Source: an optimization exercise on an open RTL-to-GDS flow (aim: small area, a short achievable clock period and few clock cycles). Production flows keep margins and buffers that such runs may drop. RTL that was checked went through simulation tests only; none was proved equivalent to the original.

==> job 3113 <==
// acc_top
module acc_top #(
  parameter int ADDR_WIDTH = acc_pkg::ADDR_WIDTH_DEF,
  parameter int CNT_WIDTH  = acc_pkg::CNT_WIDTH_DEF
) (
  input  logic                  ap_clk,
  input  logic                  ap_rst_n,
  input  logic                  ap_start,
  output logic                  ap_idle,
  output logic                  ap_ready,
  output logic                  ap_done,
  input  logic [ADDR_WIDTH-1:0] ifm_addr_base,
  input  logic [ADDR_WIDTH-1:0] wgt_addr_base,
  input  logic [ADDR_WIDTH-1:0] ofm_addr_base,
  input  logic [CNT_WIDTH-1:0]  cfg_ci,
  input  logic [CNT_WIDTH-1:0]  cfg_co,
  output logic                  ifm_rd_req,
  output logic [ADDR_WIDTH-1:0] ifm_rd_addr,
  input  logic                  ifm_rd_valid,
  input  acc_pkg::word_t        ifm_rd_data,
  output logic                  wgt_rd_req,
  output logic [ADDR_WIDTH-1:0] wgt_rd_addr,
  input  logic                  wgt_rd_valid,
  input  acc_pkg::word_t        wgt_rd_data,
  output logic                  ofm_wr_req,
  output logic [ADDR_WIDTH-1:0] ofm_wr_addr,
  output acc_pkg::word_t        ofm_wr_data,
  input  logic                  ofm_wr_ack
);
Settings: LEC_CHECK=0, CAP_MARGIN=20, CORE_MARGIN=2, CORE_UTILIZATION=40, SLEW_MARGIN=20; clock period 12.5 ns.
standard.sh (not shown) runs the stock make flow with config.mk's settings and CLKGATE_MAP_FILE= SYNTH_SCRIPT=/design/flow/synth_recipe.tcl, a recipe that flattens the netlist after the stock synthesis.
==> flow/flow/run.sh <==
#!/bin/bash
# Layout flow: the standard ORFS flow (standard synthesis unchanged), with
#  - port buffers made from plain buf cells instead of the default delay-buffer
#    cells (every port still gets its own buffer),
#  - repair_timing asked for extra setup slack so the resizer works the
#    input/output paths below the clock period.
# Each tool's full output stays in orfs/logs; make's output goes to flow.log.
set -euo pipefail
PORT_BUF=${PORT_BUF:-sky130_fd_sc_hd__buf_1}
MARGIN=${MARGIN:-7}
bash standard.sh "BUFFER_PORTS_ARGS=-buffer_cell $PORT_BUF" "SETUP_SLACK_MARGIN=$MARGIN" finish > flow.log 2>&1
==> job 252 (differences from job 3113) <==
--- a/flow/design.v
+++ b/flow/design.v
@@ -1274,11 +1274,13 @@
 );
   localparam int LO = CNT_WIDTH + 2;
   logic busy_q;                
   logic idle_q;                
   logic fin_q;                 
-  logic fa_q, faw_q, fb_q, fbw_q, ga_q, gb_q, ha_q, hb_q;
+  logic [3:0] ireq_q, wreq_q;   
+  logic       ha_q, hb_q;
+  logic       rdy0_q, rdy1_q;   
   logic [ADDR_WIDTH-1:0]  ifm_base_q;
   logic [ADDR_WIDTH-1:LO] ifm_hi_q;     
   logic [ADDR_WIDTH-1:0]  wgt_addr_q;   
   logic [ADDR_WIDTH-1:0]  ofm_addr_q;   
   logic [CNT_WIDTH-1:0]   ci_m1_q;      
@@ -1286,11 +1288,11 @@
   logic [CNT_WIDTH-1:0]   fco_q;        
   logic                   fdone_q;      
   logic                   ifm_out_q;    
   logic                   wgt_out_q;    
   logic [1:0]             otag_q;       
-  logic [1:0]             diff_q;       
+  logic signed [2:0]      diff_q;       
   acc_pkg::word_t qi0_d, qi1_d, qw_d;
   logic [1:0]     qi0_t, qi1_t;
   logic           qi0_v, qi1_v, qw_v;
   logic [17:0]    dot_sn, dot_cn, dot_sn_q, dot_cn_q;
   logic           s1_v_q;
@@ -1298,51 +1300,53 @@
   logic           first_q;      
   logic           res_wait_q;   
   logic           res_last_q;   
   logic           wr_pend_q;    
   acc_pkg::word_t acc_value;
-  function automatic logic [7:0] req_terms(
+  function automatic logic [9:0] req_terms(
     input logic       busy, fin, fdone, ifm_out, wgt_out,
-    input logic [1:0] diff,
+    input logic signed [2:0] diff,
     input logic       qi0_v, qi1_v,
     input logic [1:0] qi0_t,
     input logic       qw_v, s1_v,
     input logic [1:0] s1_t,
     input logic       res_wait, wr_pend
   );
     logic rw, wp, bp, pop, bpn, va0, va1, wva, ifm_go, wgt_go;
-    logic fa, faw, fb, fbw, ga, gb, ha, hb;
+    logic fa, faw, fb, fbw, ga, gai, gb, gbi, ha, hb;
     rw     = (s1_v & s1_t[0]) | (res_wait & wr_pend);
     wp     = res_wait | wr_pend;
     bp     = rw & wp;
     pop    = qi0_v & qw_v & ~bp;
     bpn    = ((pop & qi0_t[0]) | bp) & (rw | wp);
     va0    = pop ? qi1_v : qi0_v;
     va1    = qi1_v & ~pop;
     wva    = qw_v & ~pop;
     ifm_go = busy & ~fin & ~fdone;
-    wgt_go = busy & ((diff != 2'd0) | (ifm_go & ~ifm_out & ~va1));
+    wgt_go = busy & ((diff > 3'sd0) | ((diff == 3'sd0) & ~fin & ~fdone));
     fa     = ifm_go & ~ifm_out & (~va1 | (wva & ~bpn));
     faw    = ifm_go & ~ifm_out & ~bpn;
     fb     = ifm_go & ifm_out & (~va0 | (wva & ~bpn));
     fbw    = ifm_go & ifm_out & ~bpn;
     ga     = wgt_go & ~wgt_out & (~wva | (va0 & ~bpn));
+    gai    = wgt_go & ~wgt_out & ~bpn;
     gb     = wgt_go & wgt_out & va0 & ~bpn;
+    gbi    = wgt_go & wgt_out & ~bpn;
     ha     = busy & res_wait & ~wr_pend;
     hb     = busy & res_wait;
-    req_terms = {fa, faw, fb, fbw, ga, gb, ha, hb};
+    req_terms = {fa, faw, fb, fbw, ga, gai, gb, gbi, ha, hb};
   endfunction
   logic load_en;    
   logic pop;
   logic issue;
   logic fi_last, fco_last;
-  assign ap_idle  = idle_q | (fin_q & ofm_wr_ack);
-  assign ap_ready = ap_start & ap_idle;
+  assign ap_idle  = rdy0_q | (ofm_wr_ack & rdy1_q);
+  assign ap_ready = (ap_start & rdy0_q) | (ap_start & ofm_wr_ack & rdy1_q);
   assign ap_done  = fin_q & ofm_wr_ack;
   assign load_en  = idle_q | fin_q;
-  assign ifm_rd_req = fa_q | (wgt_rd_valid & faw_q) | (ifm_rd_valid & (fb_q | (wgt_rd_valid & fbw_q)));
-  assign wgt_rd_req = ga_q | (wgt_rd_valid & gb_q);
+  assign ifm_rd_req = ireq_q[{ifm_rd_valid, wgt_rd_valid}];
+  assign wgt_rd_req = wreq_q[{ifm_rd_valid, wgt_rd_valid}];
   assign issue      = ha_q | (ofm_wr_ack & hb_q);
   assign pop = qi0_v & qw_v &
                ~(((s1_v_q & s1_t_q[0]) | (res_wait_q & wr_pend_q)) & (res_wait_q | wr_pend_q));
   assign fi_last  = (fi_q == ci_m1_q);
   assign fco_last = (fco_q == '0);
@@ -1352,11 +1356,11 @@
   assign wgt_rd_addr = wgt_addr_q;
   assign ofm_wr_req  = issue;
   assign ofm_wr_addr = ofm_addr_q;
   assign ofm_wr_data = acc_pkg::byte_rev(acc_value);
   logic                  busy_n, fin_n, fdone_n, ifm_out_n, wgt_out_n;
-  logic [1:0]            diff_n;
+  logic signed [2:0]     diff_n;
   logic [ADDR_WIDTH-1:0] ifm_base_n;
   logic [CNT_WIDTH-1:0]  fi_n;
   logic                  qi0_v_n, qi1_v_n, qw_v_n, s1_v_n;
   logic [1:0]            qi0_t_n, s1_t_n;
   logic                  res_wait_n, wr_pend_n;
@@ -1385,11 +1389,11 @@
         fi_n = fi_inc;
         if (fi_last & fco_last) fdone_n = 1'b1;
       end
       ifm_out_n  = ifm_rd_req | (ifm_out_q & ~ifm_rd_valid);
       wgt_out_n  = wgt_rd_req | (wgt_out_q & ~wgt_rd_valid);
-      diff_n     = diff_q + {1'b0, ifm_rd_req} - {1'b0, wgt_rd_req};
+      diff_n     = diff_q + $signed({2'b0, ifm_rd_req}) - $signed({2'b0, wgt_rd_req});
       qi0_v_n    = pop ? (qi1_v | ifm_rd_valid) : (qi0_v | ifm_rd_valid);
       qi1_v_n    = pop ? (qi1_v & ifm_rd_valid) : (qi1_v | (qi0_v & ifm_rd_valid));
       qw_v_n     = wgt_rd_valid | (qw_v & ~pop);
       s1_v_n     = pop;
       res_wait_n = (s1_v_q & s1_t_q[0]) | (res_wait_q & ~issue);
@@ -1397,23 +1401,34 @@
     wr_pend_n = busy_q & (issue | (wr_pend_q & ~ofm_wr_ack));
     qi0_t_n   = (pop & qi1_v) ? qi1_t : ((pop | ~qi0_v) ? otag_q : qi0_t);
     s1_t_n    = qi0_t;
     fi_inc     = fi_last ? '0 : fi_q + 1'b1;
   end
+  logic [9:0] terms_n;
+  logic [9:0] rq_n;
+  assign terms_n = req_terms(busy_n, fin_n, fdone_n, ifm_out_n, wgt_out_n, diff_n, qi0_v_n, qi1_v_n,
+                             qi0_t_n, qw_v_n, s1_v_n, s1_t_n, res_wait_n, wr_pend_n);
+  assign rq_n = {terms_n[9] | terms_n[8] | terms_n[7] | terms_n[6], terms_n[9] | terms_n[7],
+                 terms_n[9] | terms_n[8], terms_n[9],
+                 terms_n[5] | terms_n[4] | terms_n[3] | terms_n[2], terms_n[5] | terms_n[4],
+                 terms_n[5] | terms_n[3], terms_n[5],
+                 terms_n[1:0]};
   always_ff @(posedge ap_clk or negedge ap_rst_n) begin
     if (!ap_rst_n) begin
       busy_q <= 1'b0;
       idle_q <= 1'b1;
       fin_q  <= 1'b0;
-      {fa_q, faw_q, fb_q, fbw_q, ga_q, gb_q, ha_q, hb_q} <= '0;
+      {ireq_q, wreq_q, ha_q, hb_q} <= '0;
+      rdy0_q <= 1'b1;
+      rdy1_q <= 1'b1;
     end else begin
       busy_q <= busy_n;
       idle_q <= ~busy_n;
       fin_q  <= fin_n;
-      {fa_q, faw_q, fb_q, fbw_q, ga_q, gb_q, ha_q, hb_q} <=
-        req_terms(busy_n, fin_n, fdone_n, ifm_out_n, wgt_out_n, diff_n, qi0_v_n, qi1_v_n,
-                  qi0_t_n, qw_v_n, s1_v_n, s1_t_n, res_wait_n, wr_pend_n);
+      {ireq_q, wreq_q, ha_q, hb_q} <= rq_n;
+      rdy0_q <= ~busy_n;
+      rdy1_q <= ~busy_n | fin_n;
     end
   end
   always_ff @(posedge ap_clk) begin
     ifm_base_q <= ifm_base_n;
     fi_q       <= fi_n;
--- a/flow/flow/run.sh
+++ b/flow/flow/run.sh
@@ -5,7 +5,7 @@
 #  - repair_timing asked for extra setup slack so the resizer works the
 #    input/output paths below the clock period.
 # Each tool's full output stays in orfs/logs; make's output goes to flow.log.
 set -euo pipefail
 PORT_BUF=${PORT_BUF:-sky130_fd_sc_hd__buf_1}
-MARGIN=${MARGIN:-7}
+MARGIN=${MARGIN:-6.8}
 bash standard.sh "BUFFER_PORTS_ARGS=-buffer_cell $PORT_BUF" "SETUP_SLACK_MARGIN=$MARGIN" finish > flow.log 2>&1
--- a/flow/config.mk
+++ b/flow/config.mk
@@ -5,7 +5,10 @@
 export SDC_FILE = /design/flow/constraint.sdc
 export NUM_CORES = 4
 export LEC_CHECK = 0
 export CAP_MARGIN = 20
 export CORE_MARGIN = 2
-export CORE_UTILIZATION = 40
+export CORE_UTILIZATION = 60
+export CTS_BUF_LIST = sky130_fd_sc_hd__clkbuf_16
+export CTS_CLUSTER_DIAMETER = 100
+export CTS_CLUSTER_SIZE = 25
 export SLEW_MARGIN = 20
==> job 4042 (differences from job 3113) <==
--- a/flow/design.v
+++ b/flow/design.v
@@ -1274,11 +1274,11 @@
 );
   localparam int LO = CNT_WIDTH + 2;
   logic busy_q;                
   logic idle_q;                
   logic fin_q;                 
-  logic fa_q, faw_q, fb_q, fbw_q, ga_q, gb_q, ha_q, hb_q;
+  logic fa_q, faw_q, fb_q, fbw_q, ga_q, gai_q, gb_q, gbi_q, ha_q, hb_q;
   logic [ADDR_WIDTH-1:0]  ifm_base_q;
   logic [ADDR_WIDTH-1:LO] ifm_hi_q;     
   logic [ADDR_WIDTH-1:0]  wgt_addr_q;   
   logic [ADDR_WIDTH-1:0]  ofm_addr_q;   
   logic [CNT_WIDTH-1:0]   ci_m1_q;      
@@ -1286,11 +1286,11 @@
   logic [CNT_WIDTH-1:0]   fco_q;        
   logic                   fdone_q;      
   logic                   ifm_out_q;    
   logic                   wgt_out_q;    
   logic [1:0]             otag_q;       
-  logic [1:0]             diff_q;       
+  logic signed [2:0]      diff_q;       
   acc_pkg::word_t qi0_d, qi1_d, qw_d;
   logic [1:0]     qi0_t, qi1_t;
   logic           qi0_v, qi1_v, qw_v;
   logic [17:0]    dot_sn, dot_cn, dot_sn_q, dot_cn_q;
   logic           s1_v_q;
@@ -1298,51 +1298,53 @@
   logic           first_q;      
   logic           res_wait_q;   
   logic           res_last_q;   
   logic           wr_pend_q;    
   acc_pkg::word_t acc_value;
-  function automatic logic [7:0] req_terms(
+  function automatic logic [9:0] req_terms(
     input logic       busy, fin, fdone, ifm_out, wgt_out,
-    input logic [1:0] diff,
+    input logic signed [2:0] diff,
     input logic       qi0_v, qi1_v,
     input logic [1:0] qi0_t,
     input logic       qw_v, s1_v,
     input logic [1:0] s1_t,
     input logic       res_wait, wr_pend
   );
     logic rw, wp, bp, pop, bpn, va0, va1, wva, ifm_go, wgt_go;
-    logic fa, faw, fb, fbw, ga, gb, ha, hb;
+    logic fa, faw, fb, fbw, ga, gai, gb, gbi, ha, hb;
     rw     = (s1_v & s1_t[0]) | (res_wait & wr_pend);
     wp     = res_wait | wr_pend;
     bp     = rw & wp;
     pop    = qi0_v & qw_v & ~bp;
     bpn    = ((pop & qi0_t[0]) | bp) & (rw | wp);
     va0    = pop ? qi1_v : qi0_v;
     va1    = qi1_v & ~pop;
     wva    = qw_v & ~pop;
     ifm_go = busy & ~fin & ~fdone;
-    wgt_go = busy & ((diff != 2'd0) | (ifm_go & ~ifm_out & ~va1));
+    wgt_go = busy & ((diff > 3'sd0) | ((diff == 3'sd0) & ~fin & ~fdone));
     fa     = ifm_go & ~ifm_out & (~va1 | (wva & ~bpn));
     faw    = ifm_go & ~ifm_out & ~bpn;
     fb     = ifm_go & ifm_out & (~va0 | (wva & ~bpn));
     fbw    = ifm_go & ifm_out & ~bpn;
     ga     = wgt_go & ~wgt_out & (~wva | (va0 & ~bpn));
+    gai    = wgt_go & ~wgt_out & ~bpn;
     gb     = wgt_go & wgt_out & va0 & ~bpn;
+    gbi    = wgt_go & wgt_out & ~bpn;
     ha     = busy & res_wait & ~wr_pend;
     hb     = busy & res_wait;
-    req_terms = {fa, faw, fb, fbw, ga, gb, ha, hb};
+    req_terms = {fa, faw, fb, fbw, ga, gai, gb, gbi, ha, hb};
   endfunction
   logic load_en;    
   logic pop;
   logic issue;
   logic fi_last, fco_last;
   assign ap_idle  = idle_q | (fin_q & ofm_wr_ack);
   assign ap_ready = ap_start & ap_idle;
   assign ap_done  = fin_q & ofm_wr_ack;
   assign load_en  = idle_q | fin_q;
   assign ifm_rd_req = fa_q | (wgt_rd_valid & faw_q) | (ifm_rd_valid & (fb_q | (wgt_rd_valid & fbw_q)));
-  assign wgt_rd_req = ga_q | (wgt_rd_valid & gb_q);
+  assign wgt_rd_req = ga_q | (ifm_rd_valid & gai_q) | (wgt_rd_valid & (gb_q | (ifm_rd_valid & gbi_q)));
   assign issue      = ha_q | (ofm_wr_ack & hb_q);
   assign pop = qi0_v & qw_v &
                ~(((s1_v_q & s1_t_q[0]) | (res_wait_q & wr_pend_q)) & (res_wait_q | wr_pend_q));
   assign fi_last  = (fi_q == ci_m1_q);
   assign fco_last = (fco_q == '0);
@@ -1352,11 +1354,11 @@
   assign wgt_rd_addr = wgt_addr_q;
   assign ofm_wr_req  = issue;
   assign ofm_wr_addr = ofm_addr_q;
   assign ofm_wr_data = acc_pkg::byte_rev(acc_value);
   logic                  busy_n, fin_n, fdone_n, ifm_out_n, wgt_out_n;
-  logic [1:0]            diff_n;
+  logic signed [2:0]     diff_n;
   logic [ADDR_WIDTH-1:0] ifm_base_n;
   logic [CNT_WIDTH-1:0]  fi_n;
   logic                  qi0_v_n, qi1_v_n, qw_v_n, s1_v_n;
   logic [1:0]            qi0_t_n, s1_t_n;
   logic                  res_wait_n, wr_pend_n;
@@ -1385,11 +1387,11 @@
         fi_n = fi_inc;
         if (fi_last & fco_last) fdone_n = 1'b1;
       end
       ifm_out_n  = ifm_rd_req | (ifm_out_q & ~ifm_rd_valid);
       wgt_out_n  = wgt_rd_req | (wgt_out_q & ~wgt_rd_valid);
-      diff_n     = diff_q + {1'b0, ifm_rd_req} - {1'b0, wgt_rd_req};
+      diff_n     = diff_q + $signed({2'b0, ifm_rd_req}) - $signed({2'b0, wgt_rd_req});
       qi0_v_n    = pop ? (qi1_v | ifm_rd_valid) : (qi0_v | ifm_rd_valid);
       qi1_v_n    = pop ? (qi1_v & ifm_rd_valid) : (qi1_v | (qi0_v & ifm_rd_valid));
       qw_v_n     = wgt_rd_valid | (qw_v & ~pop);
       s1_v_n     = pop;
       res_wait_n = (s1_v_q & s1_t_q[0]) | (res_wait_q & ~issue);
@@ -1402,16 +1404,16 @@
   always_ff @(posedge ap_clk or negedge ap_rst_n) begin
     if (!ap_rst_n) begin
       busy_q <= 1'b0;
       idle_q <= 1'b1;
       fin_q  <= 1'b0;
-      {fa_q, faw_q, fb_q, fbw_q, ga_q, gb_q, ha_q, hb_q} <= '0;
+      {fa_q, faw_q, fb_q, fbw_q, ga_q, gai_q, gb_q, gbi_q, ha_q, hb_q} <= '0;
     end else begin
       busy_q <= busy_n;
       idle_q <= ~busy_n;
       fin_q  <= fin_n;
-      {fa_q, faw_q, fb_q, fbw_q, ga_q, gb_q, ha_q, hb_q} <=
+      {fa_q, faw_q, fb_q, fbw_q, ga_q, gai_q, gb_q, gbi_q, ha_q, hb_q} <=
         req_terms(busy_n, fin_n, fdone_n, ifm_out_n, wgt_out_n, diff_n, qi0_v_n, qi1_v_n,
                   qi0_t_n, qw_v_n, s1_v_n, s1_t_n, res_wait_n, wr_pend_n);
     end
   end
   always_ff @(posedge ap_clk) begin
--- a/flow/config.mk
+++ b/flow/config.mk
@@ -5,7 +5,10 @@
 export SDC_FILE = /design/flow/constraint.sdc
 export NUM_CORES = 4
 export LEC_CHECK = 0
 export CAP_MARGIN = 20
 export CORE_MARGIN = 2
-export CORE_UTILIZATION = 40
+export CORE_UTILIZATION = 60
+export CTS_BUF_LIST = sky130_fd_sc_hd__clkbuf_16
+export CTS_CLUSTER_DIAMETER = 100
+export CTS_CLUSTER_SIZE = 25
 export SLEW_MARGIN = 20
==> comparison <==
- Job 3113 completed with no timing, DRC or antenna violations. Job 4042 completed with no timing, DRC or antenna violations. Job 252 completed without violations.
- Between job 4042 and job 252, the lower utilization is in job 252 (gap 2.7 points).
- Flip-flop and latch count, highest first: job 252, job 4042, job 3113.
- Between job 3113 and job 4042, the lower worst hold slack is in job 3113 (gap 38 ps).
- Against job 3113, the non-clock buffer count of job 4042 is higher by 3.
- Routed wire length: job 3113 is higher than job 252 (about 12%).
- The lowest sequential share of layout area belongs to job 3113, the highest to job 252.
- Against job 3113, the cell count of job 4042 is smaller by about 10%.
- Fmax, lowest first: job 252, job 4042, job 3113.
==> figures <==
quantity                                                              job 4042     job 3113      job 252
Result of the run                                     timing/DRC/antenna clean  timing/DRC/antenna clean  timing/DRC/antenna clean
Number of H-tree levels                                                      1            2            1
Number of tapcells                                                         448          680          455
Initial core utilization                                                 0.614        0.407        0.607
Gpl congestion                                                           0.941        0.907        0.906
Horiz. Die Dim                                                          190 µm       233 µm       190 µm
Portion of synthesized cell area occupied by the leading cell type       0.348        0.344        0.345
Final WS setup                                                         6760 ps      6840 ps      6710 ps
Synthesized cell area                                                20700 µm²    20900 µm²    20900 µm²
Share of flip-flops with an asynchronous set or reset                   0.0429       0.0367       0.0461
Number of vias per cell                                                   5.49         5.07         5.44
CP max-delay cell                                                         fa_2       a21o_1       mux4_2
GR Layer Usage met2                                                      0.502        0.349        0.483
Antenna violations before repair                                             6            5            4
Total routing resource utilization after global routing                  0.283        0.206        0.280
Dpl cell area                                                        22300 µm²    22900 µm²    22500 µm²
Critical path arrival                                                  6210 ps      3160 ps      3290 ps
Final cell area excluding filler cells                               23600 µm²    24600 µm²    23200 µm²
Worst setup EP type                                                       flop  output port  output port
WL met3                                                                2810 µm      3420 µm      2700 µm
Testbench counts of job 3113, summed over its fixed seeds: cycles 61,514.
Testbench counts of job 4042, summed over its fixed seeds: cycles 59,110.
For job 252, only the layout was checked, not whether the RTL still works.

## static timing again, ports no longer ideal
In the flow no input, the clock included, has a driving cell. The finished layouts below were timed again as built, in two steps.
Step 1 sets driving cells, clkbuf_16 on the clock port and buf_2 on the other inputs (assumed; they add their load-dependent delay and slew).
Step 2, shift: input delay + t, output delay - t, t = (earliest + latest rising clock arrival at the registers) / 2. This alone moves slack from input paths to output paths.
a / b / c = ideal / step 1 / step 2; a / b = the first two.
run	shift t [ns]	slack for setup (ns)	cell pins on the clock port's net
job 3113	0.605	6.843 / 6.787 / 6.787	1
job 252	0.583	6.714 / 6.653 / 6.653	1
job 4042	0.574	6.760 / 6.720 / 6.186	1
After both steps every run listed still meets setup and hold. The setup slack of job 4042, which loses most, moves by -0.040 ns with the drivers and by -0.574 ns with both steps.
